From an optimization exercise on the open Yosys and OpenROAD flow, aimed at small area and a short achievable clock period; shortcuts taken in it are not production practice. In this exercise RTL edits were held to simulation tests only and were not proved equivalent to the original.

## flow/design.v (module list and top-level ports; edited modules follow where they fit)
// module audio_clk_enable: 45 lines
// module vco_ctrl_regs: 107 lines
// module natural_log: 256 lines
// module astable_555_vco: 525 lines
// module rc_lowpass: 44 lines
// module discrete_555_top: 53 lines
module discrete_555_top (
    input  wire         clk,
    input  wire         arst_n,
    input  wire         reg_wr,
    input  wire  [1:0]  reg_addr,
    input  wire  [15:0] reg_wdata,
    output logic [15:0] reg_rdata,
    output logic        audio_clk_en,
    output logic [15:0] vco_out,
    output logic [15:0] filt_out
);
  // ...
==> flow/flow/run.sh <==
#!/bin/bash
# Layout flow: the standard synthesis, then the combinational logic of
# that netlist re-mapped by ABC for area (registers, their names and cell
# types kept as they are), then the standard layout from floorplan on.
# Each tool's output goes to its own log file in the work folder.
set -euo pipefail
WORK=$(pwd)
LIB=$FLOW_HOME/platforms/sky130hd/lib/sky130_fd_sc_hd__tt_025C_1v80.lib
R=$WORK/orfs/results/sky130hd/discrete_555_top/base

bash standard.sh synth > synth.log 2>&1

cp $R/1_2_yosys.v $WORK/standard_synth.v
python3 flow/mkmodels.py $LIB 'sky130_fd_sc_hd__(fa|ha)_[0-9]+' > $WORK/cell_models.v 2> mkmodels.log

cat > $WORK/reopt.ys <<EOT
read_liberty -lib $LIB
read_verilog $WORK/standard_synth.v
hierarchy -top $FLOW_TOP
tee -o $WORK/reopt_before.txt stat -liberty $LIB
techmap -map $WORK/cell_models.v
techmap
opt -purge
abc -liberty $LIB -dont_use sky130_fd_sc_hd__lpflow* -dont_use sky130_fd_sc_hd__probe* -script "+strash;ifraig;dc2;strash;dch,-f;map,-a;topo;"
opt_clean -purge
splitnets
opt_clean -purge
hilomap -singleton -hicell sky130_fd_sc_hd__conb_1 HI -locell sky130_fd_sc_hd__conb_1 LO
insbuf -buf sky130_fd_sc_hd__buf_4 A X
opt_clean -purge
tee -o $WORK/reopt_after.txt stat -liberty $LIB
write_verilog -noattr -nohex -nodec $WORK/reopt.v
EOT
yosys -s $WORK/reopt.ys > reopt.log 2>&1

cp $WORK/reopt.v $R/1_2_yosys.v
touch $R/1_2_yosys.v
bash standard.sh "BUFFER_PORTS_ARGS=-buffer_cell sky130_fd_sc_hd__buf_4" finish > layout.log 2>&1
==> flow/flow/mkmodels.py <==
#!/usr/bin/env python3
"""Write Verilog models of the combinational cells of a liberty file:
one module per cell, its outputs as assigns of the liberty functions.
Cells whose names match the patterns given after the file are left out."""
import re, sys
lib = open(sys.argv[1]).read()
skip = [re.compile(p) for p in sys.argv[2:]]
out = []
for m in re.finditer(r'\n\s*cell\s*\(\s*"?([\w]+)"?\s*\)\s*\{', lib):
    name = m.group(1)
    # find cell body by brace matching
    i = m.end(); depth = 1
    while depth:
        c = lib[i]
        if c == '{': depth += 1
        elif c == '}': depth -= 1
        i += 1
    body = lib[m.end():i]
    if re.search(r'\b(ff|latch|statetable)\s*\(', body):
        continue
    if any(p.fullmatch(name) for p in skip):
        continue
    pins = []
    for pm in re.finditer(r'\n\s*pin\s*\(\s*"?(\w+)"?\s*\)\s*\{', body):
        j = pm.end(); dp = 1
        while dp:
            c = body[j]
            if c == '{': dp += 1
            elif c == '}': dp -= 1
            j += 1
        pb = body[pm.end():j]
        dirm = re.search(r'direction\s*:\s*"?(\w+)"?', pb)
        fm = re.search(r'\n\s*function\s*:\s*"([^"]*)"', pb)
        pins.append((pm.group(1), dirm.group(1) if dirm else None, fm.group(1) if fm else None))
    ins = [p for p, d, f in pins if d == 'input']
    outs = [(p, f) for p, d, f in pins if d == 'output']
    if not outs or any(f is None for p, f in outs):
        continue
    ports = ", ".join(ins + [p for p, f in outs])
    lines = [f"module {name} ({ports});"]
    for p in ins:
        lines.append(f"  input {p};")
    for p, f in outs:
        lines.append(f"  output {p};")
        lines.append(f"  assign {p} = {f.replace('!', '~')};")
    lines.append("endmodule")
    out.append("\n".join(lines))
print("\n".join(out))
==> flow/standard.sh <==
#!/bin/bash
# synth_recipe.tcl (not shown) runs the flow's synth.tcl, then flattens the netlist and writes it again
# the make line also repeats each setting of config.mk as NAME=value (left out here)
make -C /OpenROAD-flow-scripts/flow DESIGN_CONFIG=/design/flow/config.mk WORK_HOME=/design/flow/orfs CLKGATE_MAP_FILE= SYNTH_SCRIPT=/design/flow/synth_recipe.tcl "${@:-finish}"
==> flow/config.mk <==
export PLATFORM = sky130hd
export DESIGN_NAME = discrete_555_top
export DESIGN_NICKNAME = discrete_555_top
export VERILOG_FILES = /design/flow/design.v
export SDC_FILE = /design/flow/constraint.sdc
export NUM_CORES = 4
export LEC_CHECK = 0
export ABC_AREA = 1
export CAP_MARGIN = 20
export CORE_MARGIN = 2
export CORE_UTILIZATION = 40
export SLEW_MARGIN = 20
==> flow/constraint.sdc <==
create_clock -name core_clock -period 48.0 [get_ports {clk}]
set_input_delay 9.6000 -clock core_clock [delete_from_list [all_inputs] [get_ports {clk}]]
set_output_delay 9.6000 -clock core_clock [all_outputs]
set_load 0.01 [all_outputs]
==> summary.md, run 1 <==
| Metric | Value |
|---|---|
| Status | complete, no violations |
| Fillers | 5293 |
| Hold Path Class | register to register |
| Hold worst-path end | u_astable_555_vco.q_q2[5] |
| Die Ht | 234.6 µm |
| Sequential Area | 5102 µm² |
| GR Layer Usage met1 | 23.66% |
| Final instance area | 23400 µm² |
| Hold wc startpoint | u_astable_555_vco.q_q1[1] |
| Dpl cells | 3558 |
| Die W | 234.6 µm |
| Area occupied by multi-input gates | 14220 µm² |
| Worst-margin pin slew | 1.112 ns |
| Non-clk invs | 476 |
| Post-cts sizing count | 0 |
| Area grow syn2layout | 9.972% |
| DRC | 0 |
| Non-clk buf share | 2.005% |
| Syn. warnings | 5 |
| Hold Crit Depth | 0 |
| CTS clk-pin slew, worst paths | 0.06 ns |
| Die area | 55060 µm² |
| Setup TNS | 0 ns |
| Synthesized cell area | 21280 µm² |
| CP dominant cell by count | buf_4 |
| WL final | 48190 µm |
| Reg-to-reg endpoint | u_astable_555_vco.r_q2[12] |
| Largest Register | u_rc_lowpass.state |
| Starting Density | 40.49% |
| Final setup fails | 0 |
| Final clock skew | 0.02382 ns |
| Worst Setup EP | reg_rdata[1] |
| Dpl ws | 27.37 ns |
| Core ar. | 52550 µm² |
==> module vco_ctrl_regs, before the edit <==
module vco_ctrl_regs (
    input  wire         clk,
    input  wire         arst_n,
    input  wire         reg_wr,
    input  wire  [1:0]  reg_addr,
    input  wire  [15:0] reg_wdata,
    output logic [15:0] reg_rdata,
    output logic [15:0] d_raw,
    output logic        run,
    output logic [2:0]  filt_shift,
    input  wire         vco_level,
    input  wire  [19:0] high_len
);
    wire wsub_w0 = ~reg_wdata[0] ^ 1'b1;
    wire wsub_w1 = ~reg_wdata[0] & 1'b1;
    wire wsub_w2 = ~reg_wdata[1] ^ 1'b1 ^ wsub_w1;
    wire wsub_w3 = (~reg_wdata[1] & 1'b1) | (~reg_wdata[1] & wsub_w1) | (1'b1 & wsub_w1);
    wire wsub_w4 = ~reg_wdata[2] ^ wsub_w3;
    wire wsub_w5 = ~reg_wdata[2] & wsub_w3;
    wire wsub_w6 = ~reg_wdata[3] ^ wsub_w5;
    wire wsub_w7 = ~reg_wdata[3] & wsub_w5;
    wire wsub_w8 = ~reg_wdata[4] ^ wsub_w7;
    wire wsub_w9 = ~reg_wdata[4] & wsub_w7;
    wire wsub_w10 = ~reg_wdata[5] ^ wsub_w9;
    wire wsub_w11 = ~reg_wdata[5] & wsub_w9;
    wire wsub_w12 = ~reg_wdata[6] ^ wsub_w11;
    wire wsub_w13 = ~reg_wdata[6] & wsub_w11;
    wire wsub_w14 = ~reg_wdata[7] ^ wsub_w13;
    wire wsub_w15 = ~reg_wdata[7] & wsub_w13;
    wire wsub_w16 = ~reg_wdata[8] ^ wsub_w15;
    wire wsub_w17 = ~reg_wdata[8] & wsub_w15;
    wire wsub_w18 = ~reg_wdata[9] ^ wsub_w17;
    wire wsub_w19 = ~reg_wdata[9] & wsub_w17;
    wire wsub_w20 = ~reg_wdata[10] ^ wsub_w19;
    wire wsub_w21 = ~reg_wdata[10] & wsub_w19;
    wire wsub_w22 = ~reg_wdata[11] ^ wsub_w21;
    wire wsub_w23 = ~reg_wdata[11] & wsub_w21;
    wire wsub_w24 = ~reg_wdata[12] ^ wsub_w23;
    wire wsub_w25 = ~reg_wdata[12] & wsub_w23;
    wire wsub_w26 = ~reg_wdata[13] ^ wsub_w25;
    wire wsub_w27 = ~reg_wdata[13] & wsub_w25;
    wire wsub_w28 = ~reg_wdata[14] ^ wsub_w27;
    wire wsub_w29 = ~reg_wdata[14] & wsub_w27;
    wire wsub_w30 = ~reg_wdata[15] ^ 1'b1 ^ wsub_w29;
    wire wsub_w31 = (~reg_wdata[15] & 1'b1) | (~reg_wdata[15] & wsub_w29) | (1'b1 & wsub_w29);
    wire [15:0] w_d = {wsub_w30, wsub_w28, wsub_w26, wsub_w24, wsub_w22, wsub_w20, wsub_w18, wsub_w16, wsub_w14, wsub_w12, wsub_w10, wsub_w8, wsub_w6, wsub_w4, wsub_w2, wsub_w0};
    wire rsub_w0 = ~d_raw[0] ^ 1'b1;
    wire rsub_w1 = ~d_raw[0] & 1'b1;
    wire rsub_w2 = ~d_raw[1] ^ 1'b1 ^ rsub_w1;
    wire rsub_w3 = (~d_raw[1] & 1'b1) | (~d_raw[1] & rsub_w1) | (1'b1 & rsub_w1);
    wire rsub_w4 = ~d_raw[2] ^ rsub_w3;
    wire rsub_w5 = ~d_raw[2] & rsub_w3;
    wire rsub_w6 = ~d_raw[3] ^ rsub_w5;
    wire rsub_w7 = ~d_raw[3] & rsub_w5;
    wire rsub_w8 = ~d_raw[4] ^ rsub_w7;
    wire rsub_w9 = ~d_raw[4] & rsub_w7;
    wire rsub_w10 = ~d_raw[5] ^ rsub_w9;
    wire rsub_w11 = ~d_raw[5] & rsub_w9;
    wire rsub_w12 = ~d_raw[6] ^ rsub_w11;
    wire rsub_w13 = ~d_raw[6] & rsub_w11;
    wire rsub_w14 = ~d_raw[7] ^ rsub_w13;
    wire rsub_w15 = ~d_raw[7] & rsub_w13;
    wire rsub_w16 = ~d_raw[8] ^ rsub_w15;
    wire rsub_w17 = ~d_raw[8] & rsub_w15;
    wire rsub_w18 = ~d_raw[9] ^ rsub_w17;
    wire rsub_w19 = ~d_raw[9] & rsub_w17;
    wire rsub_w20 = ~d_raw[10] ^ rsub_w19;
    wire rsub_w21 = ~d_raw[10] & rsub_w19;
    wire rsub_w22 = ~d_raw[11] ^ rsub_w21;
    wire rsub_w23 = ~d_raw[11] & rsub_w21;
    wire rsub_w24 = ~d_raw[12] ^ rsub_w23;
    wire rsub_w25 = ~d_raw[12] & rsub_w23;
    wire rsub_w26 = ~d_raw[13] ^ rsub_w25;
    wire rsub_w27 = ~d_raw[13] & rsub_w25;
    wire rsub_w28 = ~d_raw[14] ^ rsub_w27;
    wire rsub_w29 = ~d_raw[14] & rsub_w27;
    wire rsub_w30 = ~d_raw[15] ^ 1'b1 ^ rsub_w29;
    wire rsub_w31 = (~d_raw[15] & 1'b1) | (~d_raw[15] & rsub_w29) | (1'b1 & rsub_w29);
    wire [15:0] v_rd = {rsub_w30, rsub_w28, rsub_w26, rsub_w24, rsub_w22, rsub_w20, rsub_w18, rsub_w16, rsub_w14, rsub_w12, rsub_w10, rsub_w8, rsub_w6, rsub_w4, rsub_w2, rsub_w0};
    always_ff @(posedge clk or negedge arst_n) begin
        if (!arst_n) begin
            d_raw      <= 16'd32770;   
            run        <= 1'b0;        
            filt_shift <= 3'(4);
        end else if (reg_wr) begin
            case (reg_addr)
                2'd0: begin
                    d_raw <= w_d;
                end
                2'd1: begin
                    run        <= reg_wdata[0];
                    filt_shift <= reg_wdata[3:1];
                end
                default: begin
                end
            endcase
        end
    end
    always_comb begin
        case (reg_addr)
            2'd0:    reg_rdata = v_rd;
            2'd1:    reg_rdata = {12'd0, filt_shift, run};
            2'd2:    reg_rdata = {11'd0, high_len[19:16], vco_level};
            default: reg_rdata = high_len[15:0];
        endcase
    end
endmodule
==> inputs of run 2 (changes only) <==
--- a/flow/design.v
+++ b/flow/design.v
@@ -162,14 +162,11 @@
             endcase
         end
     end
-    always_comb begin
-        case (reg_addr)
-            2'd0:    reg_rdata = v_rd;
-            2'd1:    reg_rdata = {12'd0, filt_shift, run};
-            2'd2:    reg_rdata = {11'd0, high_len[19:16], vco_level};
-            default: reg_rdata = high_len[15:0];
-        endcase
-    end
+    wire [15:0] rd_ctrl   = {12'd0, filt_shift, run};
+    wire [15:0] rd_status = {11'd0, high_len[19:16], vco_level};
+    wire [15:0] rd_lo     = reg_addr[0] ? rd_ctrl : v_rd;
+    wire [15:0] rd_hi     = reg_addr[0] ? high_len[15:0] : rd_status;
+    assign reg_rdata = reg_addr[1] ? rd_hi : rd_lo;
 endmodule
 `default_nettype wire
 `timescale 1ns/100ps
--- a/flow/flow/run.sh
+++ b/flow/flow/run.sh
@@ -35,4 +35,4 @@
 
 cp $WORK/reopt.v $R/1_2_yosys.v
 touch $R/1_2_yosys.v
-bash standard.sh "BUFFER_PORTS_ARGS=-buffer_cell sky130_fd_sc_hd__buf_4" finish > layout.log 2>&1
+bash standard.sh "BUFFER_PORTS_ARGS=-buffer_cell sky130_fd_sc_hd__buf_2" finish > layout.log 2>&1
--- a/flow/config.mk
+++ b/flow/config.mk
@@ -9,4 +9,5 @@
 export CAP_MARGIN = 20
 export CORE_MARGIN = 2
 export CORE_UTILIZATION = 40
+export CTS_BUF_LIST = sky130_fd_sc_hd__clkbuf_4
 export SLEW_MARGIN = 20
==> run 2 against run 1 <==
Cell area down 1.7%. Global-route usage up 0.90 points. Clock skew up 0.027 ns. Critical path type unchanged. Critical endpoint is now reg_rdata[2]. Still clean on timing, DRC and antenna. Hold slack worse by 0.0030 ns. Clock-buffer cell count up 54. Maximum frequency up 0.48%.
==> summary.md, run 2 <==
| Metric | Value |
|---|---|
| Status | complete, no violations (unchanged) |
| Largest Register | u_rc_lowpass.state (unchanged) |
| CTS H-tree lvls | 2 (was 1) |
| Top flop regs | u_rc_lowpass.state x32, u_astable_555_vco.cnt x20 (unchanged) |
| Sequential Area | 5102 µm² (unchanged) |
| Hold Path Class | register to register (unchanged) |
| First-pass GRT wire length | 83510 µm (was 82890 µm) |
| Post-synthesis instance total | 2770 (was 2826) |
| FF-to-FF Start | u_astable_555_vco.d_q1[0] (unchanged) |
| Reg-to-reg endpoint | u_astable_555_vco.r_q2[13] (was u_astable_555_vco.r_q2[12]) |
| Initial antenna violation count | 1 (was 0) |
| Clk root buf | clkbuf_4 (was clkbuf_16) |
| Final Max Tran Viols | 0 (unchanged) |
| Detail Route Antenna Nets | 0 (unchanged) |
| Setup slack, reg-to-reg | 30.36 ns (was 30.86 ns) |
| Fillers | 5362 (was 5293) |
| Final-report hold violation count | 0 (unchanged) |
| Tmin final | 20.55 ns (was 20.65 ns) |
| Gpl congestion | 0.9295 (was 0.9219) |
| CP startpoint kind | input pin (unchanged) |
| Period utilization | 42.82% (was 43.02%) |
| Syn. warnings | 5 (unchanged) |
| Rows | 84 (unchanged) |
| Final #Nets | 3197 (was 3210) |
| Vias per cell | 4.915 (was 4.952) |
| Initial DRC Count | 808 (was 962) |
| Final setup fails | 0 (unchanged) |
| CTS clk-pin slew, worst paths | 0.06 ns (about the same) |
| Layout cells sized above 1 | 7.157% (was 5.455%) |
| Number of cells on the worst reg-to-reg path | 121 (was 125) |
| TritonCTS clock tree | built (unchanged) |
| Clock buffer count from CTS | 61 (was 25) |
| Commonest non-fill, non-tap cell in the layout | clkinv_1 (was nand2_1) |
| Commonest non-fill, non-tap cells in the layout | clkinv_1, nand2_1, nor2_1 (was nand2_1, clkinv_1, nor2_1) |
| Setup ws final | 27.45 ns (was 27.35 ns) |
| Crit Path Class | input pin to output pin (unchanged) |
| Starting Density | 40.25% (was 40.49%) |
| Grt ovf | 0 (unchanged) |
| Hold worst-path end | u_astable_555_vco.q_q3[3] (was u_astable_555_vco.q_q2[5]) |
| Worst EP arrival | 10.95 ns (was 11.05 ns) |
| Synth Area per Inst | 7.606 µm² (was 7.530 µm²) |
| Data required, critical path | 38.40 ns (about the same) |
| DRC | 0 (unchanged) |
| Area occupied by multi-input gates | 14020 µm² (was 14220 µm²) |
| Final clock skew | 0.05057 ns (was 0.02382 ns) |
| CTS Hold Bufs | 0 (unchanged) |
| Synthesized cell area | 21070 µm² (was 21280 µm²) |
| Worst-margin pin slew | 0.9193 ns (was 1.112 ns) |
| RSZ-0062 raised after global routing | no (unchanged) |
| Clk sinks | 235 (unchanged) |
| Largest net degree at the start of global routing | 78 (unchanged) |
| Relative slew margins | 38.07% (was 25.21%) |
| Max reg flops | 32 (unchanged) |
| CP Capture Type | output pin (unchanged) |
| Bufs on Longest Clock Path | 3 (unchanged) |
| DRT Pass-1 Iters | 5 (unchanged) |
| Setup TNS | 0 ns (unchanged) |
| WL final | 49680 µm (was 48190 µm) |
| Hold wc startpoint | u_astable_555_vco.q_q2[0] (was u_astable_555_vco.q_q1[1]) |
| CP Max Fanout | 9 (was 16) |
| Max Fclk | 0.04866 GHz (was 0.04842 GHz) |
| Die area | 54520 µm² (was 55060 µm²) |
| All-layer global routing usage | 18.61% (was 17.71%) |
| Post-CTS Setup Bufs | 0 (unchanged) |
| Dpl ws | 27.46 ns (was 27.37 ns) |
| Post-DP HPWL | 40880 µm (was 39700 µm) |
| Core ar. | 52340 µm² (was 52550 µm²) |
| Vias in the first global route | 17210 (was 17370) |
| # IOs | 70 (unchanged) |
| IO Port Bufs | 54 (unchanged) |
| Area grow syn2layout | 9.163% (was 9.972%) |
| Clock latency (worst-skew pair) | 0.76 ns (was 0.56 ns) |
| Die W | 233.5 µm (was 234.6 µm) |
| WL per Instance | 13.71 µm (was 13.38 µm) |
| Die Ht | 233.5 µm (was 234.6 µm) |
| Max cap viols | 0 (unchanged) |
| Post-cts sizing count | 0 (unchanged) |
| DR vias | 17810 (was 17840) |
| Hold Crit Depth | 0 (unchanged) |
## run 2: worst max-delay path, cell delays in order
cell      delay [ns]
buf_2           0.11
clkinv_1        0.10
nor2_1          0.11
buf_4           0.20
clkinv_1        0.33
o211ai_1        0.32
buf_2           0.17
## run 2: per-layer routing
metal	global-route usage (%)	vias up	wire, µm
li1	-	9113	-
met1	24.31	8271	22620
met2	31.95	332	23810
met3	2.405	91	1934
met4	5.736	0	1311
met5	0	-	0
## run 2: cell type report
type	count	share of cell area, %
repair buffers	70	1.725
clock inverters	29	1.001
clock buffers	83	2.709
inverters	469	7.654
well taps	688	3.743
multi-input cells	2048	60.97
flip-flops and latches	235	22.18
diodes	1	0.01088
## run 2: worst max-delay path by stage
stage	startpoint	endpoint	cells past startpoint
floorplan	reg_addr[0]	reg_rdata[10]	4
CTS	reg_addr[0]	reg_rdata[2]	7
finish	reg_addr[0]	reg_rdata[2]	7
global placement	reg_addr[0]	reg_rdata[3]	5
global route	reg_addr[0]	reg_rdata[4]	7
detailed placement	reg_addr[0]	reg_rdata[2]	7
## run 2: per-stage QoR
step	area (µm²)	hold WS (ns)	util, %	instances
after floorplan	21120	0.3096	-	2784
after global placement	22130	0.3147	42.29	3509
after detailed placement	22140	0.3121	42.30	3510
after CTS	22990	0.3200	43.93	3622
after global routing	23000	0.3230	43.94	3623
final	23000	0.3242	43.94	3623
==> inputs of run 3 (changes only) <==
--- a/flow/config.mk
+++ b/flow/config.mk
@@ -9,5 +9,5 @@
 export CAP_MARGIN = 20
 export CORE_MARGIN = 2
 export CORE_UTILIZATION = 40
-export CTS_BUF_LIST = sky130_fd_sc_hd__clkbuf_4
+export CTS_BUF_LIST = sky130_fd_sc_hd__clkbuf_8
 export SLEW_MARGIN = 20
==> run 3 against run 2 <==
Clock-buffer cell count decreased by 31. Routed wire length fell by 0.23%. Register-to-register slack got worse by 0.05 ns. Die area unchanged. Cell area increased by 0.31%. Via count decreased by 0.66%. Non-clock buffer count is the same. Sequential cell count did not move. Critical path depth unchanged. Critical path type unchanged.
==> summary.md, run 3 <==
| Metric | Value |
|---|---|
| CP Max Fanout | 9 (unchanged) |
| Clock buffer count from CTS | 41 (was 61) |
| Die Ht | 233.5 µm (unchanged) |
| Reg-to-reg endpoint | u_astable_555_vco.r_q2[13] (unchanged) |
| Syn. warnings | 5 (unchanged) |
| Initial antenna violation count | 1 (unchanged) |
| Clock latency (worst-skew pair) | 0.58 ns (was 0.76 ns) |
| DR vias | 17690 (was 17810) |
| WL per Instance | 13.83 µm (was 13.71 µm) |
| Post-cts sizing count | 0 (unchanged) |
| Final-report hold violation count | 0 (unchanged) |
| Initial DRC Count | 783 (was 808) |
| Clk root buf | clkbuf_8 (was clkbuf_4) |
| DRT Pass-1 Iters | 6 (was 5) |
| Tmin final | 20.55 ns (about the same) |
| Vias in the first global route | 17000 (was 17210) |
| Area grow syn2layout | 9.502% (was 9.163%) |
| Core ar. | 52340 µm² (unchanged) |
| CP startpoint | reg_addr[0] (unchanged) |
| Die area | 54520 µm² (unchanged) |
| DRC | 0 (unchanged) |
| Bufs on Longest Clock Path | 3 (unchanged) |
| Final core occ | 44.08% (was 43.94%) |
| Vias per cell | 4.936 (was 4.915) |
| Synthesized cell area | 21070 µm² (unchanged) |
| Setup slack, reg-to-reg | 30.31 ns (was 30.36 ns) |
| Hold Crit Depth | 0 (unchanged) |
| Hold Path Class | register to register (unchanged) |
| Max cap viols | 0 (unchanged) |
| FF-to-FF Start | u_astable_555_vco.d_q1[0] (unchanged) |
| Worst EP arrival | 10.95 ns (about the same) |
| Period utilization | 42.82% (about the same) |
| CTS clk-pin slew, worst paths | 0.06 ns (about the same) |
| Commonest non-fill, non-tap cells in the layout | clkinv_1, nand2_1, nor2_1 (unchanged) |
| Max reg flops | 32 (unchanged) |
| IO Port Bufs | 54 (unchanged) |
| CTS Hold Bufs | 0 (unchanged) |
| Detail Route Antenna Nets | 0 (unchanged) |
| Gpl congestion | 0.9295 (unchanged) |
| Number of cells on the worst reg-to-reg path | 121 (unchanged) |
| CTS H-tree lvls | 2 (unchanged) |
| Starting Density | 40.25% (unchanged) |
| Largest Register | u_rc_lowpass.state (unchanged) |
| TritonCTS clock tree | built (unchanged) |
| Max Fclk | 0.04865 GHz (was 0.04866 GHz) |
| Top flop regs | u_rc_lowpass.state x32, u_astable_555_vco.cnt x20 (unchanged) |
| Setup TNS | 0 ns (unchanged) |
| Die W | 233.5 µm (unchanged) |
| Synth Area per Inst | 7.606 µm² (unchanged) |
| CP Capture Type | output pin (unchanged) |
| Final clock skew | 0.03234 ns (was 0.05057 ns) |
| All-layer global routing usage | 18.58% (was 18.61%) |
| Grt ovf | 0 (unchanged) |
| First-pass GRT wire length | 83150 µm (was 83510 µm) |
| Status | complete, no violations (unchanged) |
| Final setup fails | 0 (unchanged) |
| Layout cells sized above 1 | 6.218% (was 7.157%) |
| Commonest non-fill, non-tap cell in the layout | clkinv_1 (unchanged) |
| Post-synthesis instance total | 2770 (unchanged) |
| Largest net degree at the start of global routing | 78 (unchanged) |
| Clk sinks | 235 (unchanged) |
| Worst Setup EP | reg_rdata[2] (unchanged) |
| Crit Path Class | input pin to output pin (unchanged) |
| Post-CTS Setup Bufs | 0 (unchanged) |
| Relative slew margins | 38.49% (was 38.07%) |
| Post-DP HPWL | 40880 µm (unchanged) |
| Rows | 84 (unchanged) |
| RSZ-0062 raised after global routing | no (unchanged) |
| Data required, critical path | 38.40 ns (about the same) |
| CP startpoint kind | input pin (unchanged) |
| WL final | 49570 µm (was 49680 µm) |
| # IOs | 70 (unchanged) |
| Worst-margin pin slew | 0.9193 ns (about the same) |
| Final #Nets | 3177 (was 3197) |
| Final Max Tran Viols | 0 (unchanged) |
run 3: how the worst min path moves through the flow:
stage / start / to / slack (ns)
after global routing: u_astable_555_vco.q_q1[0] / u_astable_555_vco.q_q2[4] / 0.32
after floorplan: u_astable_555_vco.q_q1[0] / u_astable_555_vco.q_q2[4] / 0.31
after global placement: u_astable_555_vco.q_q2[7] / u_astable_555_vco.q_q3[10] / 0.31
after CTS: u_astable_555_vco.q_q2[3] / u_astable_555_vco.q_q3[6] / 0.32
final: u_astable_555_vco.q_q1[0] / u_astable_555_vco.q_q2[4] / 0.32
after detailed placement: u_astable_555_vco.q_q2[4] / u_astable_555_vco.q_q3[7] / 0.31
run 3: area by class of cell:
type,instances,area [µm²]
fill,5329,29270
multi-input combinational,2048,14020
sequential,235,5102
inverter,469,1760
tap,688,860.8
clock buffer,52,715.7
timing repair buffer,70,396.6
clock inverter,21,209.0
antenna,1,2.502
run 3: metal layers:
| layer | wire length (µm) | share of wire [%] | global-route usage [%] | vias to the layer above |
|---|---|---|---|---|
| met5 | 0 | 0 | 0 | - |
| met3 | 1828 | 3.7 | 2.332 | 81 |
| li1 | - | - | - | 9034 |
| met2 | 23780 | 48 | 31.90 | 321 |
| met4 | 1214 | 2.4 | 5.083 | 0 |
| met1 | 22750 | 46 | 24.56 | 8253 |
run 3: critical path, stage by stage:
cell	delay, ns
buf_2	0.11
clkinv_1	0.10
nor2_1	0.11
buf_4	0.20
clkinv_1	0.33
o211ai_1	0.33
buf_2	0.18
run 3: metrics by stage:
stage                     instances  hold slack, ns  cell area [µm²]  setup slack [ns]
after floorplan                2784          0.3096            21120             27.84
after global placement         3509          0.3147            22130             27.27
after detailed placement       3510          0.3121            22140             27.46
after CTS                      3583          0.3245            23060             27.46
after global routing           3584          0.3226            23070             27.34
final                          3584          0.3179            23070             27.45
==> inputs of run 4 (changes only) <==
--- a/flow/flow/run.sh
+++ b/flow/flow/run.sh
@@ -21,7 +21,7 @@
 techmap -map $WORK/cell_models.v
 techmap
 opt -purge
-abc -liberty $LIB -dont_use sky130_fd_sc_hd__lpflow* -dont_use sky130_fd_sc_hd__probe* -script "+strash;ifraig;dc2;strash;dch,-f;map,-a;topo;"
+abc -liberty $LIB -dont_use sky130_fd_sc_hd__lpflow* -dont_use sky130_fd_sc_hd__probe* -script "+strash;ifraig;dc2;dc2;strash;dch,-f;amap;topo;"
 opt_clean -purge
 splitnets
 opt_clean -purge
--- a/flow/config.mk
+++ b/flow/config.mk
@@ -9,5 +9,5 @@
 export CAP_MARGIN = 20
 export CORE_MARGIN = 2
 export CORE_UTILIZATION = 40
-export CTS_BUF_LIST = sky130_fd_sc_hd__clkbuf_8
+export CTS_BUF_LIST = sky130_fd_sc_hd__clkbuf_4
 export SLEW_MARGIN = 20
==> run 4 against run 3 <==
Cell area down 2.7%. Utilization down 0.25 points. Clock-buffer cell count up 23. Critical path type is now register to register. Hold slack about the same. Global-route usage rose by 0.44 points. Synthesized area down 2.0%. Setup slack got worse by 1.3 ns. Maximum frequency decreased by 5.8%. Die area decreased by 1.9%. Largest cell class unchanged.
==> summary.md, run 4 <==
| Metric | Value |
|---|---|
| DRT Pass-1 Iters | 6 (unchanged) |
| Crit path max-delay family | compound AO/OA/AOI/OAI gates (was buffers and inverters) |
| Initial DRC Count | 1007 (was 783) |
| RSZ-0062 raised after global routing | no (unchanged) |
| Worst-margin pin slew | 1.116 ns (was 0.9193 ns) |
| Synthesized cell area | 20660 µm² (was 21070 µm²) |
| Final Max Tran Viols | 0 (unchanged) |
| Syn. warnings | 5 (unchanged) |
| Period utilization | 45.47% (was 42.82%) |
| Hold Path Class | register to register (unchanged) |
| Buf+Inv Stages, Crit Path | 4 (was 5) |
| Post-synthesis instance total | 2694 (was 2770) |
| Worst EP arrival | 22.50 ns (was 10.95 ns) |
| All-layer global routing usage | 19.02% (was 18.58%) |
| Post-DP HPWL | 40120 µm (was 40880 µm) |
| Bufs on Longest Clock Path | 3 (unchanged) |
| Tmin final | 21.82 ns (was 20.55 ns) |
| Core ar. | 51200 µm² (was 52340 µm²) |
| Clock latency (worst-skew pair) | 0.79 ns (was 0.58 ns) |
| CTS clk-pin slew, worst paths | 0.07 ns (was 0.06 ns) |
| Initial antenna violation count | 2 (was 1) |
| DR vias | 18530 (was 17690) |
| Grt ovf | 0 (unchanged) |
| First-pass GRT wire length | 84720 µm (was 83150 µm) |
| Max Fclk | 0.04582 GHz (was 0.04865 GHz) |
| Detail Route Antenna Nets | 0 (unchanged) |
| CP Max Fanout | 18 (was 9) |
| Setup TNS | 0 ns (unchanged) |
| Clk sinks | 235 (unchanged) |
| Clk root buf | clkbuf_4 (was clkbuf_8) |
| Data required, critical path | 48.67 ns (was 38.40 ns) |
| CTS Hold Bufs | 0 (unchanged) |
| Post-CTS Setup Bufs | 0 (unchanged) |
| Final instance area | 22440 µm² (was 23070 µm²) |
| Post-DP Area | 21700 µm² (was 22140 µm²) |
| Fillers | 5146 (was 5329) |
| Synth Area per Inst | 7.668 µm² (was 7.606 µm²) |
| WL final | 50080 µm (was 49570 µm) |
| Max reg flops | 32 (unchanged) |
| Layout cells sized above 1 | 5.866% (was 6.218%) |
| CP startpoint kind | register (was input pin) |
| CP dominant cell by count | nor2_1 |
| CP max stage delay | 0.48 ns (was 0.33 ns) |
| Largest net degree at the start of global routing | 78 (unchanged) |
| Clock buffer count from CTS | 58 (was 41) |
| Final clock skew | 0.05532 ns (was 0.03234 ns) |
| # IOs | 70 (unchanged) |
| Die Ht | 231.3 µm (was 233.5 µm) |
| DRC | 0 (unchanged) |
| Status | complete, no violations (unchanged) |
| Vias in the first global route | 17420 (was 17000) |
| Max cap viols | 0 (unchanged) |
| Final setup fails | 0 (unchanged) |
| Area grow syn2layout | 8.625% (was 9.502%) |
| Die W | 231.3 µm (was 233.5 µm) |
| Relative slew margins | 24.78% (was 38.49%) |
| Vias per cell | 5.248 (was 4.936) |
| Commonest non-fill, non-tap cell in the layout | nor2_1 (was clkinv_1) |
| Crit Path Class | register to register (was input pin to output pin) |
| Starting Density | 40.35% (was 40.25%) |
| WL per Instance | 14.19 µm (was 13.83 µm) |
| IO Port Bufs | 54 (unchanged) |
| TritonCTS clock tree | built (unchanged) |
| Largest Register | u_rc_lowpass.state (unchanged) |
| Final #Nets | 3117 (was 3177) |
| Gpl congestion | 0.9364 (was 0.9295) |
| Top flop regs | u_rc_lowpass.state x32, u_astable_555_vco.cnt x20 (unchanged) |
| Final-report hold violation count | 0 (unchanged) |
| CTS H-tree lvls | 2 (unchanged) |
| CP Capture Type | register (was output pin) |
| Rows | 83 (was 84) |
| Crit path max-delay cell type | clkinv_1 (unchanged) |
| Commonest non-fill, non-tap cells in the layout | nor2_1, clkinv_1, o21ai_0 (was clkinv_1, nand2_1, nor2_1) |
| Post-cts sizing count | 0 (unchanged) |
| Die area | 53480 µm² (was 54520 µm²) |
## run 4: final cells by class
cell class              count  area [µm²]  area share, %
flip-flops and latches    235        5102          22.74
well taps                 680       850.8          3.792
clock inverters            27       146.4         0.6524
clock buffers              75       563.0          2.509
inverters                 392        1471          6.557
diodes                      3       7.507        0.03346
multi-input cells        2049       13900          61.95
repair buffers             69       396.6          1.768
## run 4: worst paths after layout
path	from	cells past startpoint	to	slack, ns
max	u_astable_555_vco.d_q3[0]	123	u_astable_555_vco.m_q[11]	26.18
min	u_astable_555_vco.q_q2[0]	0	u_astable_555_vco.q_q3[3]	0.32
max reg2reg	u_astable_555_vco.d_q3[0]	123	u_astable_555_vco.m_q[11]	26.18
min reg2reg	u_astable_555_vco.q_q2[0]	0	u_astable_555_vco.q_q3[3]	0.32
max in group asynchronous	arst_n	1	u_astable_555_vco.high_ln[10]	38.67
min in group asynchronous	arst_n	1	u_vco_ctrl_regs.d_raw[13]	8.83
## run 4: layer usage
layer	global-route usage, %	wire length (µm)	part of all wire [%]
met5	0	0	0
met4	6.250	1464	2.9
met3	3.039	2427	4.8
met2	30.49	22600	45
met1	26.15	23590	47
## run 4: worst register-to-register path: cells and delay by family, from the launching register on
| family | cells | cell delay, ns |
|---|---|---|
| compound gates | 66 | 12.91 |
| simple gates | 53 | 7.01 |
| buf+inv | 4 | 1.48 |
| flops | 1 | 0.32 |
## run 4: metrics by stage
stage / cells / utilization [%] / worst slack, ns / hold WS (ns)
2_1_floorplan: 2708 / - / 27.63 / 0.3096
3_3_place_gp: 3424 / 42.39 / 27.31 / 0.3144
3_5_place_dp: 3424 / 42.39 / 26.48 / 0.3135
4_1_cts: 3526 / 43.78 / 26.42 / 0.3090
5_1_grt: 3529 / 43.82 / 23.46 / 0.3109
6_report: 3530 / 43.83 / 26.18 / 0.3177
==> inputs of run 5 (changes only) <==
--- a/flow/flow/run.sh
+++ b/flow/flow/run.sh
@@ -1,7 +1,8 @@
 #!/bin/bash
 # Layout flow: the standard synthesis, then the combinational logic of
-# that netlist re-mapped by ABC for area (registers, their names and cell
-# types kept as they are), then the standard layout from floorplan on.
+# that netlist re-mapped by ABC (registers, their names and cell types kept
+# as they are): the read-back path from reg_addr to reg_rdata for delay, the
+# rest for area; then the standard layout from floorplan on.
 # Each tool's output goes to its own log file in the work folder.
 set -euo pipefail
 WORK=$(pwd)
@@ -21,7 +22,9 @@
 techmap -map $WORK/cell_models.v
 techmap
 opt -purge
-abc -liberty $LIB -dont_use sky130_fd_sc_hd__lpflow* -dont_use sky130_fd_sc_hd__probe* -script "+strash;ifraig;dc2;dc2;strash;dch,-f;amap;topo;"
+select -set io_cone w:reg_addr %co* w:reg_rdata %ci* %i
+abc -liberty $LIB -dont_use sky130_fd_sc_hd__lpflow* -dont_use sky130_fd_sc_hd__probe* -D 300 @io_cone
+abc -liberty $LIB -dont_use sky130_fd_sc_hd__lpflow* -dont_use sky130_fd_sc_hd__probe* -script "+strash;ifraig;dc2;strash;dch,-f;map,-a;topo;"
 opt_clean -purge
 splitnets
 opt_clean -purge
==> run 5 against run 4 <==
Still clean on timing, DRC and antenna. Synthesized area grew 6.9%. Maximum frequency rose by 4.7%. Cell count shrank 0.65%. Die area is 6.8% higher. Critical path type is now input pin to output pin. Largest cell class unchanged.
==> summary.md, run 5 <==
| Metric | Value |
|---|---|
| Status | complete, no violations (unchanged) |
| Max cap viols | 0 (unchanged) |
| Crit path cell chain | buf_2 > nor2_1 > clkinv_1 > a21oi_1 > o21ai_0 > o21ai_0 > buf_2 |
| Area occupied by multi-input gates | 15340 µm² (was 13900 µm²) |
| WL final | 54450 µm (was 50080 µm) |
| Die W | 239 µm (was 231.3 µm) |
| Largest Register | u_rc_lowpass.state (unchanged) |
| CTS clk-pin slew, worst paths | 0.07 ns (about the same) |
| Final core occ | 43.68% (was 43.83%) |
| CP startpoint kind | input pin (was register) |
| Clock buffer count from CTS | 60 (was 58) |
| Grt ovf | 0 (unchanged) |
| Top flop regs | u_rc_lowpass.state x32, u_astable_555_vco.cnt x20 (unchanged) |
| Commonest non-fill, non-tap cell in the layout | clkinv_1 (was nor2_1) |
| Worst-margin pin slew | 1.111 ns (was 1.116 ns) |
| FF-to-FF Start | u_astable_555_vco.d_q3[2] (was u_astable_555_vco.d_q3[0]) |
| Synth Area per Inst | 8.355 µm² (was 7.668 µm²) |
| Post-DP Area | 23130 µm² (was 21700 µm²) |
| Post-DP HPWL | 43860 µm (was 40120 µm) |
| Worst EP arrival | 11.24 ns (was 22.50 ns) |
| Final instance area | 23970 µm² (was 22440 µm²) |
| First-pass GRT wire length | 91510 µm (was 84720 µm) |
| All-layer global routing usage | 19.35% (was 19.02%) |
| Gpl congestion | 0.8940 (was 0.9364) |
| Final #Nets | 3064 (was 3117) |
| Largest net degree at the start of global routing | 54 (was 78) |
| Crit path max-delay cell type | nor2_1 (was clkinv_1) |
| Initial DRC Count | 1175 (was 1007) |
| CP Capture Type | output pin (was register) |
| Final-report hold violation count | 0 (unchanged) |
| Clk root buf | clkbuf_4 (unchanged) |
| Setup TNS | 0 ns (unchanged) |
| Die Ht | 239 µm (was 231.3 µm) |
| Clock latency (worst-skew pair) | 0.76 ns (was 0.79 ns) |
| Hold wc startpoint | u_astable_555_vco.q_q2[2] (was u_astable_555_vco.q_q2[0]) |
| Clk sinks | 235 (unchanged) |
| Final Max Tran Viols | 0 (unchanged) |
| Vias in the first global route | 18680 (was 17420) |
| Final clock skew | 0.06436 ns (was 0.05532 ns) |
| Relative slew margins | 25.60% (was 24.78%) |
| Sequential Area | 5102 µm² (unchanged) |
| Die area | 57120 µm² (was 53480 µm²) |
| Max reg flops | 32 (unchanged) |
| CTS H-tree lvls | 2 (unchanged) |
| Rows | 86 (was 83) |
| Detail Route Antenna Nets | 0 (unchanged) |
| # IOs | 70 (unchanged) |
| TritonCTS clock tree | built (unchanged) |
| Area grow syn2layout | 8.507% (was 8.625%) |
| Post-cts sizing count | 0 (unchanged) |
| Fillers | 5487 (was 5146) |
| Starting Density | 40.25% (was 40.35%) |
| Data required, critical path | 38.40 ns (was 48.67 ns) |
| RSZ-0062 raised after global routing | no (unchanged) |
| Post-CTS Setup Bufs | 0 (unchanged) |
| Commonest non-fill, non-tap cells in the layout | clkinv_1, nand2_1, nor2_1 (was nor2_1, clkinv_1, o21ai_0) |
| Crit Path Class | input pin to output pin (was register to register) |
| Post-synthesis instance total | 2644 (was 2694) |
| Syn. warnings | 5 (unchanged) |
| DR vias | 18870 (was 18530) |
| DRT Pass-1 Iters | 8 (was 6) |
| Core ar. | 54880 µm² (was 51200 µm²) |
| DRC | 0 (unchanged) |
| Final setup fails | 0 (unchanged) |
| Layout cells sized above 1 | 6.995% (was 5.866%) |
| Vias per cell | 5.380 (was 5.248) |
| Max Fclk | 0.04799 GHz (was 0.04582 GHz) |
| Synthesized cell area | 22090 µm² (was 20660 µm²) |
| Hold Path Class | register to register (unchanged) |
| IO Port Bufs | 54 (unchanged) |
| Setup slack, reg-to-reg | 29.92 ns (was 26.18 ns) |
| Period utilization | 43.42% (was 45.47%) |
| WL per Instance | 15.53 µm (was 14.19 µm) |
| Tmin final | 20.84 ns (was 21.82 ns) |
| Initial antenna violation count | 1 (was 2) |
| CTS Hold Bufs | 0 (unchanged) |
| Bufs on Longest Clock Path | 3 (unchanged) |
| CP startpoint | reg_addr[0] (was u_astable_555_vco.d_q3[0]) |
| CP Max Fanout | 15 (was 18) |
| CP max stage delay | 0.78 ns (was 0.48 ns) |
## run 5: cell types whose count changed in the layout (fill, tap and decap cells not counted), sizes merged, moves of 45 or more
cell / before / now
o21ai: 237 / 174
nor2: 517 / 179
xor2: 26 / 79
xnor2: 4 / 162
a31oi: 9 / 54
a211oi: 94 / 11
o22ai: 151 / 16
nor2b: 71 / 13
nand3: 3 / 68
and2: 0 / 70
## run 5: path summary, 6_finish.rpt
path                                                   to  depth (start not counted)
max in group asynchronous        u_vco_ctrl_regs.d_raw[9]                          2
worst max register to register  u_astable_555_vco.m_q[11]                         57
min in group asynchronous          u_rc_lowpass.state[12]                          1
worst max-delay path                        reg_rdata[15]                          7
worst min register to register  u_astable_555_vco.q_q3[5]                          0
worst min-delay path            u_astable_555_vco.q_q3[5]                          0
## run 5: critical path: cells and delay by family
kind / cells / cell delay [ns]
compound gates: 3 / 0.33
buf+inv: 3 / 0.53
simple gates: 1 / 0.78
## run 5: stage by stage
step / worst slack (ns) / hold WS [ns] / std cells
6_report: 27.16 / 0.3086 / 3507
5_1_grt: 27.08 / 0.3000 / 3507
4_1_cts: 27.22 / 0.2866 / 3506
3_5_place_dp: 27.24 / 0.3128 / 3394
3_3_place_gp: 27.31 / 0.3131 / 3393
2_1_floorplan: 27.73 / 0.3096 / 2658
## run 5: layer usage
metal	part of all wire (%)	wire, µm	global-route usage [%]
met5	0	0	0
met4	2.3	1240	6.250
met3	4.4	2411	2.402
met2	47	25770	32.80
met1	46	25030	25.58
## run 5: cell type report
type	count	area share, %
multi-input cells	2000	64.01
flip-flops and latches	235	21.29
inverters	391	6.123
well taps	704	3.675
clock buffers	79	2.474
repair buffers	64	1.451
clock inverters	33	0.9709
diodes	1	0.01044
==> inputs of run 6 (changes only) <==
--- a/flow/flow/run.sh
+++ b/flow/flow/run.sh
@@ -14,6 +14,9 @@
 cp $R/1_2_yosys.v $WORK/standard_synth.v
 python3 flow/mkmodels.py $LIB 'sky130_fd_sc_hd__(fa|ha)_[0-9]+' > $WORK/cell_models.v 2> mkmodels.log
 
+# the register cell types, where the read-back cone stops
+FF_STOP=$(grep -oE '^ *sky130_fd_sc_hd__(df|edf|sdf|dl)[a-z0-9_]+' $WORK/standard_synth.v | sort -u | sed 's/^ */:-/' | tr -d '\n')
+
 cat > $WORK/reopt.ys <<EOT
 read_liberty -lib $LIB
 read_verilog $WORK/standard_synth.v
@@ -22,9 +25,9 @@
 techmap -map $WORK/cell_models.v
 techmap
 opt -purge
-select -set io_cone w:reg_addr %co* w:reg_rdata %ci* %i
-abc -liberty $LIB -dont_use sky130_fd_sc_hd__lpflow* -dont_use sky130_fd_sc_hd__probe* -D 300 @io_cone
-abc -liberty $LIB -dont_use sky130_fd_sc_hd__lpflow* -dont_use sky130_fd_sc_hd__probe* -script "+strash;ifraig;dc2;strash;dch,-f;map,-a;topo;"
+select -set io_cone w:reg_addr %co*$FF_STOP w:reg_rdata %ci*$FF_STOP %i c:* %i
+abc -liberty $LIB -dont_use sky130_fd_sc_hd__lpflow* -dont_use sky130_fd_sc_hd__probe* -D 200 @io_cone
+abc -liberty $LIB -dont_use sky130_fd_sc_hd__lpflow* -dont_use sky130_fd_sc_hd__probe* -script "+strash;ifraig;dc2;dc2;strash;dch,-f;amap;topo;"
 opt_clean -purge
 splitnets
 opt_clean -purge
==> run 6 against run 5 <==
Global-route usage down 0.28 points. Utilization increased by 0.73 points. Sequential cell count stayed put. Clock skew shrank 0.028 ns. Cell area down 5.0%. Critical endpoint is now u_astable_555_vco.m_q[11]. Highest routed layer unchanged.
==> summary.md, run 6 <==
| Metric | Value |
|---|---|
| Vias in the first global route | 18030 (was 18680) |
| Post-DP Area | 21810 µm² (was 23130 µm²) |
| Buf+Inv Stages, Crit Path | 5 (was 3) |
| Fillers | 5235 (was 5487) |
| Starting Density | 40.52% (was 40.25%) |
| Vias per cell | 5.258 (was 5.380) |
| Largest Register | u_rc_lowpass.state (unchanged) |
| All-layer global routing usage | 19.07% (was 19.35%) |
| Number of cells on the worst reg-to-reg path | 119 (was 57) |
| Top flop regs | u_rc_lowpass.state x32, u_astable_555_vco.cnt x20 (unchanged) |
| Hold wc startpoint | u_astable_555_vco.q_q2[0] (was u_astable_555_vco.q_q2[2]) |
| Final clock skew | 0.03651 ns (was 0.06436 ns) |
| WL final | 49470 µm (was 54450 µm) |
| Core ar. | 51300 µm² (was 54880 µm²) |
| Commonest non-fill, non-tap cells in the layout | nor2_1, clkinv_1, nand2_1 (was clkinv_1, nand2_1, nor2_1) |
| Final instance area | 22780 µm² (was 23970 µm²) |
| Sequential Area | 5102 µm² (unchanged) |
| Gpl congestion | 0.9017 (was 0.8940) |
| Setup TNS | 0 ns (unchanged) |
| RSZ-0062 raised after global routing | no (unchanged) |
| Area occupied by multi-input gates | 13920 µm² (was 15340 µm²) |
| Layout cells sized above 1 | 6.408% (was 6.995%) |
| Final Max Tran Viols | 0 (unchanged) |
| FF-to-FF Start | u_astable_555_vco.d_q3[0] (was u_astable_555_vco.d_q3[2]) |
| Hold Crit Depth | 0 (unchanged) |
| CP startpoint kind | register (was input pin) |
| Worst EP arrival | 21.95 ns (was 11.24 ns) |
| Rows | 83 (was 86) |
| Crit Path Class | register to register (was input pin to output pin) |
| CTS Hold Bufs | 0 (unchanged) |
| Post-cts sizing count | 0 (unchanged) |
| Reg-to-reg endpoint | u_astable_555_vco.m_q[11] (unchanged) |
| Synth Area per Inst | 7.636 µm² (was 8.355 µm²) |
| Die W | 232.0 µm (was 239 µm) |
| CP max stage delay | 0.48 ns (was 0.78 ns) |
| Syn. warnings | 5 (unchanged) |
| TritonCTS clock tree | built (unchanged) |
| DRC | 0 (unchanged) |
| Die area | 53810 µm² (was 57120 µm²) |
| Clock buffer count from CTS | 66 (was 60) |
| Final-report hold violation count | 0 (unchanged) |
| DRT Pass-1 Iters | 5 (was 8) |
| Post-DP HPWL | 39760 µm (was 43860 µm) |
| CP Capture Type | register (was output pin) |
| Initial DRC Count | 1140 (was 1175) |
| Period utilization | 44.36% (was 43.42%) |
| Max cap viols | 0 (unchanged) |
| Relative slew margins | 30.05% (was 25.60%) |
| Grt ovf | 0 (unchanged) |
| Final #Nets | 3149 (was 3064) |
| Post-synthesis instance total | 2722 (was 2644) |
| Largest net degree at the start of global routing | 78 (was 54) |
| Crit path max-delay cell type | clkinv_1 (was nor2_1) |
| Area grow syn2layout | 9.595% (was 8.507%) |
| Final setup fails | 0 (unchanged) |
| Setup slack, reg-to-reg | 26.71 ns (was 29.92 ns) |
| CTS clk-pin slew, worst paths | 0.06 ns (was 0.07 ns) |
| Clk root buf | clkbuf_4 (unchanged) |
| CP Max Fanout | 17 (was 15) |
| Detail Route Antenna Nets | 0 (unchanged) |
| Tmin final | 21.29 ns (was 20.84 ns) |
| Hold worst-path end | u_astable_555_vco.q_q3[3] (was u_astable_555_vco.q_q3[5]) |
| CP Depth | 119 (was 7) |
| Commonest non-fill, non-tap cell in the layout | nor2_1 (was clkinv_1) |
| Data required, critical path | 48.65 ns (was 38.40 ns) |
| Clock latency (worst-skew pair) | 0.73 ns (was 0.76 ns) |
| Worst-margin pin slew | 1.038 ns (was 1.111 ns) |
| Hold Path Class | register to register (unchanged) |
| Bufs on Longest Clock Path | 3 (unchanged) |
| Initial antenna violation count | 2 (was 1) |
| Clk sinks | 235 (unchanged) |
| # IOs | 70 (unchanged) |
| Status | complete, no violations (unchanged) |
| Max Fclk | 0.04696 GHz (was 0.04799 GHz) |
| First-pass GRT wire length | 85750 µm (was 91510 µm) |
| CP dominant cell by count | nor2_1 |
| Post-CTS Setup Bufs | 0 (unchanged) |
| DR vias | 18770 (was 18870) |
| Synthesized cell area | 20790 µm² (was 22090 µm²) |
| Max reg flops | 32 (unchanged) |
| WL per Instance | 13.86 µm (was 15.53 µm) |
| Die Ht | 232.0 µm (was 239 µm) |
| CTS H-tree lvls | 3 (was 2) |
| IO Port Bufs | 54 (unchanged) |
| Crit path max-delay family | compound AO/OA/AOI/OAI gates (was simple AND/OR/NAND/NOR gates) |
run 6: worst register-to-register path, delay by kind of cell (launching register included):
family | cells | cell delay, ns
flip-flops | 1 | 0.32
AO/OA/AOI/OAI | 64 | 12.96
buffers and inverters | 5 | 1.55
AND/OR/NAND/NOR | 50 | 6.39
run 6: stage by stage:
stage                     worst slack, ns  instances  hold WS, ns  util, %
after floorplan                     27.85       2736       0.3096        -
after global placement              27.59       3449       0.3132    42.51
after detailed placement            26.91       3449       0.3121    42.51
after CTS                           26.81       3567       0.3255    44.39
after global routing                23.05       3569       0.3299    44.41
final                               26.71       3569       0.3246    44.41
run 6: worst max path at each step:
stage	from	to	slack, ns
5_1_grt	u_astable_555_vco.d_q3[0]	u_astable_555_vco.m_q[11]	23.05
6_report	u_astable_555_vco.d_q3[0]	u_astable_555_vco.m_q[11]	26.71
2_1_floorplan	reg_addr[0]	reg_rdata[0]	27.85
4_1_cts	u_astable_555_vco.d_q3[0]	u_astable_555_vco.m_q[11]	26.81
3_3_place_gp	reg_addr[0]	reg_rdata[3]	27.59
3_5_place_dp	u_astable_555_vco.d_q3[0]	u_astable_555_vco.m_q[11]	26.91
run 6: metal layers:
layer	vias to the layer above	global-route usage (%)	wire length [µm]
li1	9552	-	-
met1	8684	25.78	23500
met2	454	31.47	22730
met3	75	2.922	2287
met4	0	5.649	961
met5	-	0	0
run 6: area by class of cell:
class / count / share of cell area, %
diodes: 2 / 0.02197
clock buffers: 89 / 2.933
clock inverters: 29 / 1.291
inverters: 421 / 6.937
multi-input cells: 2048 / 61.12
flip-flops and latches: 235 / 22.40
well taps: 680 / 3.735
repair buffers: 65 / 1.560
==> inputs of run 7 (changes only) <==
--- a/flow/flow/run.sh
+++ b/flow/flow/run.sh
@@ -26,13 +26,15 @@
 techmap
 opt -purge
 select -set io_cone w:reg_addr %co*$FF_STOP w:reg_rdata %ci*$FF_STOP %i c:* %i
-abc -liberty $LIB -dont_use sky130_fd_sc_hd__lpflow* -dont_use sky130_fd_sc_hd__probe* -D 200 @io_cone
-abc -liberty $LIB -dont_use sky130_fd_sc_hd__lpflow* -dont_use sky130_fd_sc_hd__probe* -script "+strash;ifraig;dc2;dc2;strash;dch,-f;amap;topo;"
+abc -liberty $LIB -dont_use sky130_fd_sc_hd__lpflow* -dont_use sky130_fd_sc_hd__probe* -D 200 -script "+strash;dch,-f;map,-D,200;topo;stime,-c;buffer,-c;upsize,-c;dnsize,-c;" @io_cone
+abc -liberty $LIB -dont_use sky130_fd_sc_hd__lpflow* -dont_use sky130_fd_sc_hd__probe* -script "+strash;ifraig;dc2;dc2;strash;dch,-f;map,-a;topo;"
 opt_clean -purge
 splitnets
 opt_clean -purge
-hilomap -singleton -hicell sky130_fd_sc_hd__conb_1 HI -locell sky130_fd_sc_hd__conb_1 LO
-insbuf -buf sky130_fd_sc_hd__buf_4 A X
+# internal wire names hidden, so that a register driving an output port
+# drives the port's net with no assign; one tie cell per constant bit
+rename -hide w:* i:* o:* %u %d
+hilomap -hicell sky130_fd_sc_hd__conb_1 HI -locell sky130_fd_sc_hd__conb_1 LO
 opt_clean -purge
 tee -o $WORK/reopt_after.txt stat -liberty $LIB
 write_verilog -noattr -nohex -nodec $WORK/reopt.v
==> run 7 against run 6 <==
Maximum frequency up 5.7%. Register-to-register slack gained 3.3 ns. Global-route usage fell by 0.24 points.
==> summary.md, run 7 <==
| Metric | Value |
|---|---|
| Clk root buf | clkbuf_4 (unchanged) |
| Syn. warnings | 5 (unchanged) |
| Grt ovf | 0 (unchanged) |
| CTS H-tree lvls | 2 (was 3) |
| Hold Path Class | register to register (unchanged) |
| All-layer global routing usage | 18.83% (was 19.07%) |
| Top flop regs | u_rc_lowpass.state x32, u_astable_555_vco.cnt x20 (unchanged) |
| Initial DRC Count | 875 (was 1140) |
| Number of cells on the worst reg-to-reg path | 124 (was 119) |
| FF-to-FF Start | u_astable_555_vco.d_q1[1] (was u_astable_555_vco.d_q3[0]) |
| Final setup fails | 0 (unchanged) |
| Status | complete, no violations (unchanged) |
| Buf+Inv Stages, Crit Path | 2 (was 5) |
| Crit path cell chain | buf_2 > nand2_1 > o2111ai_1 > buf_2 |
| Vias in the first global route | 17680 (was 18030) |
| Final-report hold violation count | 0 (unchanged) |
| Die Ht | 233.6 µm (was 232.0 µm) |
| Bufs on Longest Clock Path | 3 (unchanged) |
| DRT Pass-1 Iters | 5 (unchanged) |
| DRC | 0 (unchanged) |
| Crit path max-delay family | buffers and inverters (was compound AO/OA/AOI/OAI gates) |
| Clock buffer count from CTS | 61 (was 66) |
| Initial antenna violation count | 2 (unchanged) |
| TritonCTS clock tree | built (unchanged) |
| Global routing's busiest layer | met2 (unchanged) |
| Period utilization | 41.96% (was 44.36%) |
| CP max stage delay | 0.35 ns (was 0.48 ns) |
| Max cap viols | 0 (unchanged) |
| Post-CTS Setup Bufs | 0 (unchanged) |
| Reg-to-reg endpoint | u_astable_555_vco.r_q2[12] (was u_astable_555_vco.m_q[11]) |
| Final clock skew | 0.06176 ns (was 0.03651 ns) |
| # IOs | 70 (unchanged) |
| Max reg flops | 32 (unchanged) |
| Post-synthesis instance total | 2792 (was 2722) |
| Final Max Tran Viols | 0 (unchanged) |
| CP startpoint | reg_addr[0] (was u_astable_555_vco.d_q3[0]) |
| Relative slew margins | 34.86% (was 30.05%) |
| CTS clk-pin slew, worst paths | 0.07 ns (was 0.06 ns) |
| Setup slack, reg-to-reg | 30.01 ns (was 26.71 ns) |
| Setup TNS | 0 ns (unchanged) |
| Dpl cells | 3543 (was 3449) |
| RSZ-0062 raised after global routing | no (unchanged) |
| Layout cells sized above 1 | 7.039% (was 6.408%) |
| Largest net degree at the start of global routing | 50 (was 78) |
| Max Fclk | 0.04966 GHz (was 0.04696 GHz) |
| Detail Route Antenna Nets | 0 (unchanged) |
| IO Port Bufs | 54 (unchanged) |
| CP dominant cell by count | buf_2 (was nor2_1) |
| Die W | 233.6 µm (was 232.0 µm) |
| WL final | 49400 µm (was 49470 µm) |
| Rows | 84 (was 83) |
| Tmin final | 20.14 ns (was 21.29 ns) |
| Final std cells w/o fill | 3661 (was 3569) |
| Synth Area per Inst | 7.553 µm² (was 7.636 µm²) |
| Worst Setup EP | reg_rdata[2] (was u_astable_555_vco.m_q[11]) |
| Clk sinks | 235 (unchanged) |
| WL per Instance | 13.49 µm (was 13.86 µm) |
| Clock latency (worst-skew pair) | 0.81 ns (was 0.73 ns) |
| CTS Hold Bufs | 0 (unchanged) |
| CP Depth | 4 (was 119) |
| CP Capture Type | output pin (was register) |
| GR Layer Usage met1 | 23.93% (was 25.78%) |
| Largest Register | u_rc_lowpass.state (unchanged) |
| Worst-margin pin slew | 0.9669 ns (was 1.038 ns) |
| Fillers | 5340 (was 5235) |
| First-pass GRT wire length | 84460 µm (was 85750 µm) |
| Synthesized cell area | 21090 µm² (was 20790 µm²) |
| Post-cts sizing count | 0 (unchanged) |
| Data required, critical path | 38.40 ns (was 48.65 ns) |
| Core ar. | 52340 µm² (was 51300 µm²) |
| Crit path max-delay cell type | buf_2 (was clkinv_1) |
| Met3 usage | 2.771% (was 2.922%) |
| Worst EP arrival | 10.54 ns (was 21.95 ns) |
| Starting Density | 40.29% (was 40.52%) |
| Area grow syn2layout | 10.00% (was 9.595%) |
| CP Max Fanout | 17 (unchanged) |
| Commonest non-fill, non-tap cells in the layout | clkinv_1, nand2_1, nor2_1 (was nor2_1, clkinv_1, nand2_1) |
| Post-DP HPWL | 40820 µm (was 39760 µm) |
| Vias per cell | 4.956 (was 5.258) |
| DR vias | 18140 (was 18770) |
| Gpl congestion | 0.9158 (was 0.9017) |
| CP startpoint kind | input pin (was register) |
| Final #Nets | 3230 (was 3149) |
| M2 GR Usage | 33.25% (was 31.47%) |
| Die area | 54570 µm² (was 53810 µm²) |
| Commonest non-fill, non-tap cell in the layout | clkinv_1 (was nor2_1) |
| Final core occ | 44.32% (was 44.41%) |
| Crit Path Class | input pin to output pin (was register to register) |
[run 7: layout make-up]
class	count	area, µm²	share of cell area [%]
Clock inverter	27	241.5	1.041
Inverter	495	1883	8.118
Antenna cell	4	10.01	0.04315
Multi-Input combinational cell	2061	14100	60.78
Timing Repair Buffer	64	347.8	1.499
Clock buffer	87	653.1	2.816
Sequential cell	235	5102	22.00
Tap cell	688	860.8	3.711
[run 7: through the flow]
stage          hold slack [ns]  setup slack, ns  area [µm²]
6_report                0.3206            27.86       23200
5_1_grt                 0.3291            27.37       23200
4_1_cts                 0.3136            27.88       23180
3_5_place_dp            0.3121            27.88       22290
3_3_place_gp            0.3150            27.92       22290
2_1_floorplan           0.3096            28.40       21090
[run 7: per-layer routing]
layer	share of wire (%)	vias to the layer above
met5	0	-
met4	1.9	0
met3	3.8	76
met2	49	313
met1	45	8519
li1	-	9236
[run 7: worst min path at each step]
stage,from,endpoint,slack (ns),cells past startpoint
2_1_floorplan,u_astable_555_vco.q_q1[0],u_astable_555_vco.q_q2[4],0.31,0
3_3_place_gp,u_astable_555_vco.q_q2[9],u_astable_555_vco.q_q3[12],0.31,0
3_5_place_dp,u_astable_555_vco.q_q2[2],u_astable_555_vco.q_q3[5],0.31,0
4_1_cts,u_astable_555_vco.q_q1[3],u_astable_555_vco.q_q2[7],0.31,0
5_1_grt,u_astable_555_vco.q_q1[3],u_astable_555_vco.q_q2[7],0.33,0
6_report,u_astable_555_vco.q_q1[3],u_astable_555_vco.q_q2[7],0.32,0

-- port drivers added, routing unchanged --
In the flow no input, the clock included, has a driving cell. The finished layouts below were timed again as built, in two steps. Step 1, drivers: a clkbuf_16 drives clk and a buf_2 each remaining input, both assumed. Step 2 times the ports against the registers' clock, not the clock port: input delays grow and output delays shrink by t, the midpoint of the rising clock arrivals with the driver on. Three values: ideal ports, drivers, drivers and shift; two values: the first two.
run	t (ns)	slack for setup (ns)	hold slack, ns	clock arrival spread, ns	worst register clock-pin slew, ns
run 1	0.601	27.349 / 27.326 / 27.326	0.327 / 0.327 / 0.327	0.024 / 0.024	0.07 / 0.07
run 2	0.780	27.448 / 27.423 / 27.423	0.324 / 0.324 / 0.324	0.051 / 0.051	0.08 / 0.08
run 3	0.615	27.445 / 27.421 / 27.421	0.318 / 0.318 / 0.318	0.032 / 0.033	0.07 / 0.07
run 4	0.819	26.176 / 26.176 / 26.176	0.318 / 0.318 / 0.318	0.068 / 0.068	0.08 / 0.08
run 5	0.777	27.160 / 27.141 / 27.141	0.309 / 0.309 / 0.309	0.067 / 0.068	0.08 / 0.08
run 6	0.769	26.707 / 26.707 / 26.707	0.325 / 0.325 / 0.325	0.050 / 0.050	0.08 / 0.08
run 7	0.829	27.861 / 27.841 / 27.841	0.321 / 0.321 / 0.321	0.066 / 0.067	0.07 / 0.07
After both steps setup and hold are still met in every run listed. The setup slack of run 2, which loses most, moves by -0.025 ns with the drivers and by -0.025 ns with both steps.
